This design comes from an exercise in tuning for small area, a short achievable clock period and few clock cycles on the open sky130 flow, not from production work. RTL that was checked went through simulation tests only; none was proved equivalent to the original. No activity file was given, so power comes from the tool's default toggle rates.

==> flow/design.v <==
package cfu_mac_pkg;
  typedef enum logic [2:0] {
    OP_NOP  = 3'd0,
    OP_MAC  = 3'd1,
    OP_MACU = 3'd2,
    OP_RDL  = 3'd3,
    OP_RDH  = 3'd4,
    OP_CLR  = 3'd5,
    OP_WR   = 3'd6,
    OP_RSVD = 3'd7
  } op_e;
  typedef enum logic [1:0] {
    StIdle,
    StBusy,
    StDone
  } state_e;
  localparam int unsigned CtrlOpLsb  = 0;
  localparam int unsigned CtrlOpW    = 3;
  localparam int unsigned CtrlIdxLsb = 3;
  localparam int unsigned CtrlIdxW   = 5;
endpackage
module cfu_mac_mul_iter (
  input  logic [63:0] ws_i,      
  input  logic [3:0]  one_i,     
  input  logic [3:0]  two_i,     
  input  logic [3:0]  neg_i,     
  input  logic        e4_i,      
  input  logic [1:0]  k_i,       
  output logic [4:0][63:0] row_o
);
  for (genvar j = 0; j < 4; j++) begin : g_row
    logic [63:0] m, lo_ok, hi_ok, top, cst, nin;
    always_comb begin
      for (int i = 0; i < 64; i++) begin
        m[i]     = (one_i[j] && (i >= 2 * j) && ws_i[(i >= 2 * j) ? i - 2 * j : 0]) ||
                   (two_i[j] && (i >= 2 * j + 1) && ws_i[(i >= 2 * j + 1) ? i - 2 * j - 1 : 0]);
        lo_ok[i] = (i >= 2 * j + 8 * k_i);
        hi_ok[i] = (i <= 2 * j + 8 * k_i + ((j == 0) ? 35 : 33));
        top[i]   = (i == 2 * j + 8 * k_i + ((j == 0) ? 35 : 33));
        cst[i]   = 1'b0;
        if (j == 0) begin
          cst[i] = (i == 8 * k_i + 36) || (i == 8 * k_i + 38) || (i >= 8 * k_i + 41);
        end
        nin[i]   = 1'b0;
        if (j != 0) nin[i] = (i == 2 * j - 2 + 8 * k_i) && neg_i[j-1];
      end
    end
    assign row_o[j] = (lo_ok & hi_ok & ({64{neg_i[j]}} ^ m ^ top)) | cst | nin;
  end
  logic [63:0] m4, lo4, hi4, top4, nin4;
  always_comb begin
    for (int i = 0; i < 64; i++) begin
      m4[i]   = e4_i && (i >= 8) && ws_i[(i >= 8) ? i - 8 : 0];
      lo4[i]  = (i >= 8 + 8 * k_i);
      hi4[i]  = (i <= 40 + 8 * k_i);
      top4[i] = (i == 40 + 8 * k_i);
      nin4[i] = (i == 6 + 8 * k_i) && neg_i[3];
    end
  end
  assign row_o[4] = (lo4 & hi4 & (m4 ^ top4)) | nin4;
endmodule
module cfu_mac #(
  parameter int unsigned XLEN    = 32,
  parameter int unsigned NUM_ACC = 4,
  parameter int unsigned MUL_BPC = 4,
  parameter int unsigned CTRL_W  = 8
) (
  input  logic              clk_i,
  input  logic              rst_ni,
  input  logic              stall_i,
  input  logic              valid_i,
  input  logic [CTRL_W-1:0] cfu_ctrl_i,
  input  logic [XLEN-1:0]   src1_i,
  input  logic [XLEN-1:0]   src2_i,
  output logic              stall_o,
  output logic [XLEN-1:0]   rslt_o
);
  logic [2:0]  op;
  logic [1:0]  idx;
  logic        is_mac, sgn, is_wr, is_clr, is_rdh;
  logic [31:0] a, b;
  assign op     = cfu_ctrl_i[2:0];
  assign idx    = cfu_ctrl_i[4:3];
  assign a      = src1_i;
  assign b      = src2_i;
  assign is_mac = (op == cfu_mac_pkg::OP_MAC) || (op == cfu_mac_pkg::OP_MACU);
  assign sgn    = (op == cfu_mac_pkg::OP_MAC);
  assign is_wr  = (op == cfu_mac_pkg::OP_WR);
  assign is_clr = (op == cfu_mac_pkg::OP_CLR);
  assign is_rdh = (op == cfu_mac_pkg::OP_RDH);
  logic [3:0] fits_a, fits_b, need;
  assign fits_a[0] = 1'b0;
  assign fits_b[0] = 1'b0;
  for (genvar c = 1; c < 4; c++) begin : g_fit
    assign fits_a[c] = sgn ? ((&a[31:c*8-1]) || !(|a[31:c*8-1])) : !(|a[31:c*8]);
    assign fits_b[c] = sgn ? ((&b[31:c*8-1]) || !(|b[31:c*8-1])) : !(|b[31:c*8]);
  end
  logic       use_a;   
  logic [1:0] k_q;     
  logic       more;    
  logic       ph_q;    
  logic       pl_q;    
  logic a8, b8, a16, b16;
  assign a8    = (&a[15:8]) || !(|a[15:8]);
  assign b8    = (&b[15:8]) || !(|b[15:8]);
  assign a16   = (&a[23:16]) || !(|a[23:16]);
  assign b16   = (&b[23:16]) || !(|b[23:16]);
  assign use_a = (a8 && !b8) || (!b8 && a16 && !b16);
  assign need = use_a ? ~fits_a : ~fits_b;
  always_comb begin
    case (k_q)
      2'd0:    more = need[1];
      2'd1:    more = need[2];
      2'd2:    more = need[3];
      default: more = 1'b0;
    endcase
  end
  logic [7:0] ach, bch;
  logic [3:0] one_a, two_a, neg_a, one_b, two_b, neg_b;
  logic [3:0] one, two, neg;
  logic       e4;
  assign ach = a[k_q*8 +: 8];
  assign bch = b[k_q*8 +: 8];
  function automatic logic [11:0] booth(input logic [7:0] c);
    logic [8:0]  x;
    logic [2:0]  t;
    logic [11:0] r;
    x = {c, 1'b0};
    for (int j = 0; j < 4; j++) begin
      t = x[2*j +: 3];
      r[j]     = t[1] ^ t[0];
      r[4 + j] = (t == 3'b100) || (t == 3'b011);
      r[8 + j] = t[2];
    end
    booth = r;
  endfunction
  assign {neg_a, two_a, one_a} = booth(ach);
  assign {neg_b, two_b, one_b} = booth(bch);
  logic dig_en;
  assign dig_en = is_mac && !(ph_q && pl_q);
  assign one = dig_en ? (use_a ? one_a : one_b) : 4'b0;
  assign two = dig_en ? (use_a ? two_a : two_b) : 4'b0;
  assign neg = dig_en ? (use_a ? neg_a : neg_b) : 4'b0;
  assign e4  = dig_en && (use_a ? ach[7] : bch[7]) && !(sgn && !more);
  logic [31:0] wid;
  logic [63:0] ws;
  assign wid = use_a ? b : a;
  assign ws  = {{32{sgn && wid[31]}}, wid} << (8 * k_q);
  logic [4:0][63:0] row;
  cfu_mac_mul_iter u_mul (
    .ws_i  (ws),
    .one_i (one),
    .two_i (two),
    .neg_i (neg),
    .e4_i  (e4),
    .k_i   (k_q),
    .row_o (row)
  );
  logic [63:0]        acc_q [NUM_ACC];
  logic [NUM_ACC-1:0] z_q;
  logic [63:0]        acc_rd, xrow, sum;
  logic [63:0]        pa_q, pb_q, pc_q;
  always_comb begin
    acc_rd = '0;
    for (int i = 0; i < NUM_ACC; i++) begin
      if (idx == 2'(i) && !z_q[i]) acc_rd = acc_rd | acc_q[i];
    end
  end
  function automatic logic [127:0] csa(input logic [63:0] x, input logic [63:0] y,
                                       input logic [63:0] z);
    logic [63:0]  s, c;
    logic [127:0] r;
    s = x ^ y ^ z;
    c = ((x & y) | (x & z) | (y & z)) << 1;
    r = {c, s};
    csa = r;
  endfunction
  logic [63:0] s4, c4;
  assign {c4, s4} = csa(pa_q, pb_q, pc_q);
  assign sum  = s4 + c4;
  assign xrow = ph_q ? sum : (is_wr ? {b, a} : acc_rd);
  logic [63:0] s1, c1, s2, c2, s3, c3;
  assign {c1, s1} = csa(row[0], row[1], row[2]);
  assign {c2, s2} = csa(row[3], row[4], xrow);
  assign {c3, s3} = csa(s1, c1, s2);
  always_ff @(posedge clk_i) begin
    pa_q <= s3;
    pb_q <= c3;
    pc_q <= c2;
  end
  logic done, slow;
  assign slow    = is_mac || is_wr;
  assign done    = ph_q && pl_q;
  assign stall_o = slow && !done;
  always_comb begin
    if (ph_q && is_mac) begin
      rslt_o = sum[31:0];
    end else if (op == cfu_mac_pkg::OP_RDL || is_clr) begin
      rslt_o = acc_rd[31:0];
    end else if (is_rdh) begin
      rslt_o = acc_rd[63:32];
    end else begin
      rslt_o = '0;
    end
  end
  logic        wr_any, clr_any;
  logic [63:0] wdata;
  assign wr_any  = valid_i && !stall_i && slow && done;
  assign clr_any = valid_i && !stall_i && is_clr;
  assign wdata   = sum;
  for (genvar i = 0; i < NUM_ACC; i++) begin : g_acc
    always_ff @(posedge clk_i) begin
      if (wr_any && idx == 2'(i)) acc_q[i] <= wdata;
    end
    always_ff @(posedge clk_i or negedge rst_ni) begin
      if (!rst_ni) begin
        z_q[i] <= 1'b1;
      end else if (wr_any && idx == 2'(i)) begin
        z_q[i] <= 1'b0;
      end else if (clr_any && idx == 2'(i)) begin
        z_q[i] <= 1'b1;
      end
    end
  end
  always_ff @(posedge clk_i or negedge rst_ni) begin
    if (!rst_ni) begin
      ph_q <= 1'b0;
      pl_q <= 1'b0;
      k_q  <= '0;
    end else if (valid_i && slow && !done) begin
      ph_q <= 1'b1;
      pl_q <= !(more && is_mac);
      if (more && is_mac) k_q <= k_q + 2'd1;
    end else if (!stall_i) begin
      ph_q <= 1'b0;
      pl_q <= 1'b0;
      k_q  <= '0;
    end
  end
endmodule
clock: 10.0 ns
lec_check: 0
cap_margin: 30
core_margin: 2
core_utilization: 40
setup_slack_margin: 4
slew_margin: 30
standard.sh (not shown) runs the stock make flow with config.mk's settings and CLKGATE_MAP_FILE= SYNTH_SCRIPT=/design/flow/synth_recipe.tcl, a recipe that flattens the netlist after the stock synthesis.
==> flow/flow/run.sh <==
#!/bin/bash
# Standard layout, except that after global placement the port buffers that
# buffer_ports inserted (delay cells) are swapped for plain buffers, which the
# later repair steps can then size. Each tool's output goes to its own log here.
set -euo pipefail
R="$PWD/orfs/results/$FLOW_PLATFORM/cfu_mac/base"
bash standard.sh "$R/3_3_place_gp.odb" > standard_to_place_gp.log 2>&1
RESULTS="$R" openroad -no_init -exit flow/fix_ports.tcl > fix_ports.log 2>&1
bash standard.sh > standard_finish.log 2>&1
==> flow/flow/fix_ports.tcl <==
# Swap the delay-cell port buffers for plain buffers of the same function.
read_liberty $::env(FLOW_HOME)/platforms/sky130hd/lib/sky130_fd_sc_hd__tt_025C_1v80.lib
read_db $::env(RESULTS)/3_3_place_gp.odb
set n 0
foreach inst [get_cells {input* output*}] {
  set master [get_property [get_lib_cells -of_objects $inst] name]
  if {[string match "sky130_fd_sc_hd__clkdlybuf*" $master]} {
    replace_cell $inst sky130_fd_sc_hd__buf_4
    incr n
  }
}
puts "replaced $n port buffers"
write_db $::env(RESULTS)/3_3_place_gp.odb
The baseline completed with no timing, DRC or antenna violations.
Testbench counts at the start, summed over its fixed seeds: cycles 9,696.
Edit:
--- a/flow/design.v
+++ b/flow/design.v
@@ -141,12 +141,12 @@
   assign one = dig_en ? (use_a ? one_a : one_b) : 4'b0;
   assign two = dig_en ? (use_a ? two_a : two_b) : 4'b0;
   assign neg = dig_en ? (use_a ? neg_a : neg_b) : 4'b0;
   assign e4  = dig_en && (use_a ? ach[7] : bch[7]) && !(sgn && !more);
-  logic [31:0] wid;
-  logic [63:0] ws;
-  assign wid = use_a ? b : a;
-  assign ws  = {{32{sgn && wid[31]}}, wid} << (8 * k_q);
+  logic [63:0] ws_a, ws_b, ws;
+  assign ws_a = {{32{sgn && a[31]}}, a} << (8 * k_q);
+  assign ws_b = {{32{sgn && b[31]}}, b} << (8 * k_q);
+  assign ws   = use_a ? ws_b : ws_a;
   logic [4:0][63:0] row;
   cfu_mac_mul_iter u_mul (
     .ws_i  (ws),
     .one_i (one),
Total power fell slightly.
Via count rose by a few percent.
Combinational power hardly moves.
Core utilization rose by 0.86 points.
Clock power fell by a little under a tenth.
Worst hold slack improves by 0.025 ns.
Flip-flop and latch count stays the same.
Routed wire length rose by a few percent.
Fmax rose slightly.
Die area fell slightly.
Synthesized area fell slightly.
Sequential share of layout area fell by 0.17 points.
Register-to-register slack improves by 0.66 ns.
Testbench counts after the change, summed over its fixed seeds: cycles 9,696.

========
Setup of main:
Starts from the design.v that is shown in full above.
clock: 10.0 ns
lec_check: 0
cap_margin: 20
core_margin: 2
core_utilization: 40
setup_slack_margin: 3
slew_margin: 20
run.sh (not shown) runs the stock make flow with config.mk's settings and CLKGATE_MAP_FILE= SYNTH_SCRIPT=/design/flow/synth_recipe.tcl, a recipe that flattens the netlist after the stock synthesis.
Stock flow here: none of the scripts above is used.
Testbench counts of main, summed over its fixed seeds: cycles 9,696.
Here is what was changed in the inputs of the feature branch compared with main.
--- a/flow/design.v
+++ b/flow/design.v
@@ -159,13 +159,15 @@
   logic [63:0]        acc_q [NUM_ACC];
   logic [NUM_ACC-1:0] z_q;
   logic [63:0]        acc_rd, xrow, sum;
-  logic [63:0]        pa_q, pb_q, pc_q;
+  logic [63:0]        ps_q, pc_q;
   always_comb begin
     acc_rd = '0;
     for (int i = 0; i < NUM_ACC; i++) begin
       if (idx == 2'(i) && !z_q[i]) acc_rd = acc_rd | acc_q[i];
     end
   end
+  assign sum  = ps_q + pc_q;
+  assign xrow = ph_q ? sum : (is_wr ? {b, a} : acc_rd);
   function automatic logic [127:0] csa(input logic [63:0] x, input logic [63:0] y,
                                        input logic [63:0] z);
     logic [63:0]  s, c;
@@ -175,18 +177,14 @@
     r = {c, s};
     csa = r;
   endfunction
-  logic [63:0] s4, c4;
-  assign {c4, s4} = csa(pa_q, pb_q, pc_q);
-  assign sum  = s4 + c4;
-  assign xrow = ph_q ? sum : (is_wr ? {b, a} : acc_rd);
-  logic [63:0] s1, c1, s2, c2, s3, c3;
+  logic [63:0] s1, c1, s2, c2, s3, c3, s4, c4;
   assign {c1, s1} = csa(row[0], row[1], row[2]);
   assign {c2, s2} = csa(row[3], row[4], xrow);
   assign {c3, s3} = csa(s1, c1, s2);
+  assign {c4, s4} = csa(s3, c3, c2);
   always_ff @(posedge clk_i) begin
-    pa_q <= s3;
-    pb_q <= c3;
-    pc_q <= c2;
+    ps_q <= s4;
+    pc_q <= c4;
   end
   logic done, slow;
   assign slow    = is_mac || is_wr;
## What came out
The non-clock buffer count in the feature branch was higher than what main gave. Compared the feature branch vs main, and final cell area excluding filler cells is down in the feature branch. On the feature branch: number of non-clock inverters in the layout is 73 higher than what main gave. [the feature branch vs main] tap cell count: lower in the feature branch. Hold slack across main and the feature branch: no real change. [the feature branch] pre-CTS worst setup slack fell 0.25 ns relative to main. Compared with main, the feature branch shows mux contribution to synthesized area higher by 2.2 points. Summary: headroom to the max-slew limit, the feature branch better than main. [the feature branch vs main] total via count after detailed routing: higher in the feature branch. Total detailed-routing wirelength, main and the feature branch: larger value in the feature branch. Overall die width (lower): the feature branch.
The RTL of the feature branch was laid out without a check of its function.

========
run A:
Another version of the RTL of cfu_mac (not shown whole).
For scale: roughly 260 flip-flops, roughly 0.028 mm^2 of cells after synthesis.
==> module cfu_mac, before the edit <==
module cfu_mac #(
  parameter int unsigned XLEN    = 32,
  parameter int unsigned NUM_ACC = 4,
  parameter int unsigned MUL_BPC = 4,
  parameter int unsigned CTRL_W  = 8
) (
  input  logic              clk_i,
  input  logic              rst_ni,
  input  logic              stall_i,
  input  logic              valid_i,
  input  logic [CTRL_W-1:0] cfu_ctrl_i,
  input  logic [XLEN-1:0]   src1_i,
  input  logic [XLEN-1:0]   src2_i,
  output logic              stall_o,
  output logic [XLEN-1:0]   rslt_o
);
  logic [2:0]  op;
  logic [1:0]  idx;
  logic        is_mac, sgn, is_wr, is_clr, is_rdh, rd_any;
  logic [31:0] a, b;
  assign op     = cfu_ctrl_i[2:0];
  assign idx    = cfu_ctrl_i[4:3];
  assign a      = src1_i;
  assign b      = src2_i;
  assign is_mac = (op == cfu_mac_pkg::OP_MAC) || (op == cfu_mac_pkg::OP_MACU);
  assign sgn    = (op == cfu_mac_pkg::OP_MAC);
  assign is_wr  = (op == cfu_mac_pkg::OP_WR);
  assign is_clr = (op == cfu_mac_pkg::OP_CLR);
  assign is_rdh = (op == cfu_mac_pkg::OP_RDH);
  assign rd_any = is_mac || (op == cfu_mac_pkg::OP_RDL) || is_clr || is_rdh;
  logic [3:0] fits_a, fits_b, need;
  assign fits_a[0] = 1'b0;
  assign fits_b[0] = 1'b0;
  for (genvar c = 1; c < 4; c++) begin : g_fit
    assign fits_a[c] = sgn ? ((&a[31:c*8-1]) || !(|a[31:c*8-1])) : !(|a[31:c*8]);
    assign fits_b[c] = sgn ? ((&b[31:c*8-1]) || !(|b[31:c*8-1])) : !(|b[31:c*8]);
  end
  logic       use_a;   
  logic [1:0] k_q;     
  logic       more;    
  logic a8, b8, a16, b16;
  assign a8    = ((&a[15:8]) || !(|a[15:8])) && (sgn ? (a[8] == a[7]) : !a[8]);
  assign b8    = ((&b[15:8]) || !(|b[15:8])) && (sgn ? (b[8] == b[7]) : !b[8]);
  assign a16   = ((&a[23:16]) || !(|a[23:16])) && (sgn ? (a[16] == a[15]) : !a[16]);
  assign b16   = ((&b[23:16]) || !(|b[23:16])) && (sgn ? (b[16] == b[15]) : !b[16]);
  assign use_a = (a8 && !b8) || (!b8 && a16 && !b16);
  assign need = use_a ? ~fits_a : ~fits_b;
  always_comb begin
    case (k_q)
      2'd0:    more = need[1];
      2'd1:    more = need[2];
      2'd2:    more = need[3];
      default: more = 1'b0;
    endcase
  end
  logic [7:0] ach, bch;
  logic [3:0] one_a, two_a, neg_a, one_b, two_b, neg_b;
  logic [3:0] one, two, neg;
  logic       e4;
  assign ach = a[k_q*8 +: 8];
  assign bch = b[k_q*8 +: 8];
  function automatic logic [11:0] booth(input logic [7:0] c);
    logic [8:0]  x;
    logic [2:0]  t;
    logic [11:0] r;
    x = {c, 1'b0};
    for (int j = 0; j < 4; j++) begin
      t = x[2*j +: 3];
      r[j]     = t[1] ^ t[0];
      r[4 + j] = (t == 3'b100) || (t == 3'b011);
      r[8 + j] = t[2];
    end
    booth = r;
  endfunction
  assign {neg_a, two_a, one_a} = booth(ach);
  assign {neg_b, two_b, one_b} = booth(bch);
  assign one = is_mac ? (use_a ? one_a : one_b) : 4'b0;
  assign two = is_mac ? (use_a ? two_a : two_b) : 4'b0;
  assign neg = is_mac ? (use_a ? neg_a : neg_b) : 4'b0;
  assign e4  = is_mac && (use_a ? ach[7] : bch[7]) && !(sgn && !more);
  logic [63:0] ws_a, ws_b, ws;
  assign ws_a = {{32{sgn && a[31]}}, a} << (8 * k_q);
  assign ws_b = {{32{sgn && b[31]}}, b} << (8 * k_q);
  assign ws   = use_a ? ws_b : ws_a;
  logic [4:0][63:0] row;
  cfu_mac_mul_iter u_mul (
    .ws_i  (ws),
    .one_i (one),
    .two_i (two),
    .neg_i (neg),
    .e4_i  (e4),
    .k_i   (k_q),
    .row_o (row)
  );
  logic [63:0]        acc_q [NUM_ACC];
  logic [NUM_ACC-1:0] z_q;
  logic [63:0]        acc_rd, acc_in;
  always_comb begin
    acc_rd = '0;
    for (int i = 0; i < NUM_ACC; i++) begin
      if (idx == 2'(i) && !z_q[i]) acc_rd = acc_rd | acc_q[i];
    end
  end
  assign acc_in = is_wr  ? {b, a} :
                  is_rdh ? {acc_rd[63:32], acc_rd[63:32]} : acc_rd;
  function automatic logic [127:0] csa(input logic [63:0] x, input logic [63:0] y,
                                       input logic [63:0] z);
    logic [63:0]  s, c;
    logic [127:0] r;
    s = x ^ y ^ z;
    c = ((x & y) | (x & z) | (y & z)) << 1;
    r = {c, s};
    csa = r;
  endfunction
  logic [63:0] s1, c1, s2, c2, s3, c3, s4, c4, sum;
  assign {c1, s1} = csa(row[0], row[1], row[2]);
  assign {c2, s2} = csa(row[3], row[4], acc_in);
  assign {c3, s3} = csa(s1, c1, s2);
  assign {c4, s4} = csa(s3, c3, c2);
  assign sum      = s4 + c4;
  assign stall_o = is_mac && more;
  assign rslt_o  = rd_any ? sum[31:0] : '0;
  logic wr_any, clr_any;
  assign wr_any  = valid_i && ((is_mac && (more || !stall_i)) || (is_wr && !stall_i));
  assign clr_any = valid_i && is_clr && !stall_i;
  for (genvar i = 0; i < NUM_ACC; i++) begin : g_acc
    always_ff @(posedge clk_i) begin
      if (wr_any && idx == 2'(i)) acc_q[i] <= sum;
    end
    always_ff @(posedge clk_i or negedge rst_ni) begin
      if (!rst_ni) begin
        z_q[i] <= 1'b1;
      end else if (wr_any && idx == 2'(i)) begin
        z_q[i] <= 1'b0;
      end else if (clr_any && idx == 2'(i)) begin
        z_q[i] <= 1'b1;
      end
    end
  end
  always_ff @(posedge clk_i or negedge rst_ni) begin
    if (!rst_ni) begin
      k_q <= '0;
    end else if (valid_i && is_mac && more) begin
      k_q <= k_q + 2'd1;
    end else if (!stall_i) begin
      k_q <= '0;
    end
  end
endmodule
clock: 10.0 ns
lec_check: 0
cap_margin: 20
core_margin: 2
core_utilization: 40
slew_margin: 20
STATUS run=run A STAGES=ALL_DONE FINAL_CHECKS=FAILED CAUSE=negative setup slack
Setup changes, run A to run B
--- a/flow/design.v
+++ b/flow/design.v
@@ -96,16 +96,11 @@
     assign fits_a[c] = sgn ? ((&a[31:c*8-1]) || !(|a[31:c*8-1])) : !(|a[31:c*8]);
     assign fits_b[c] = sgn ? ((&b[31:c*8-1]) || !(|b[31:c*8-1])) : !(|b[31:c*8]);
   end
+  assign need = ~(fits_a | fits_b);
   logic       use_a;   
   logic [1:0] k_q;     
   logic       more;    
-  logic a8, b8, a16, b16;
-  assign a8    = ((&a[15:8]) || !(|a[15:8])) && (sgn ? (a[8] == a[7]) : !a[8]);
-  assign b8    = ((&b[15:8]) || !(|b[15:8])) && (sgn ? (b[8] == b[7]) : !b[8]);
-  assign a16   = ((&a[23:16]) || !(|a[23:16])) && (sgn ? (a[16] == a[15]) : !a[16]);
-  assign b16   = ((&b[23:16]) || !(|b[23:16])) && (sgn ? (b[16] == b[15]) : !b[16]);
-  assign use_a = (a8 && !b8) || (!b8 && a16 && !b16);
-  assign need = use_a ? ~fits_a : ~fits_b;
+  assign use_a = |(fits_a & ~fits_b);
   always_comb begin
     case (k_q)
       2'd0:    more = need[1];
==> comparison <==
Run B: flow complete, layout not clean; failing: negative setup slack
In the reports for run B and run A, the smaller logic gate share of total power belongs to run B.
From run A to run B the numbers moved as follows: post-layout minimum cycle time shows an increase of 0.069 ns; mean area per synthesized cell shows an increase of 0.59%; total power draw shows a reduction of 18%; count of vias placed by the detailed router shows an increase of 324; switching power shows a reduction of 1.2 mW.
Function was not checked in any run of this note: the RTL went through the layout flow alone.

==> re-timing with driven ports <==
How much do the figures lean on ideal ports? The routed layouts below were timed once more, with nothing changed but the port constraints.
Step 1 (the two cells are an assumption about what drives the block):
set clk [get_ports {clk_i}]
set_driving_cell -lib_cell sky130_fd_sc_hd__clkbuf_16 $clk
set_driving_cell -lib_cell sky130_fd_sc_hd__buf_2 [delete_from_list [all_inputs] $clk]
Step 2 moves the port delays by t, midway between the first and last clock arrival at a register: inputs arrive t later, outputs are due t later. That takes back most of the time a late clock gives input paths.
Slacks: ideal / step 1 / step 2; pairs: ideal / step 1.
| run | t, ns | setup WS [ns] | latest minus earliest clock arrival (ns) |
|---|---|---|---|
| the first run of note 1 | 0.672 | 3.860 / 3.860 / 3.336 | 0.049 / 0.049 |
| the second run of note 1 | 0.678 | 3.955 / 3.912 / 3.420 | 0.037 / 0.038 |
| main | 0.680 | 2.905 / 2.901 / 2.269 | 0.059 / 0.060 |
| the feature branch | 0.663 | 3.014 / 3.056 / 2.393 | 0.019 / 0.020 |
| run A | 0.645 | -0.946 / -0.972 / -0.972 | 0.015 / 0.015 |
| run B | 0.619 | -1.015 / -1.047 / -1.047 | 0.021 / 0.021 |
The setup slack of main, which loses most, moves by -0.004 ns with the drivers and by -0.636 ns with both steps.
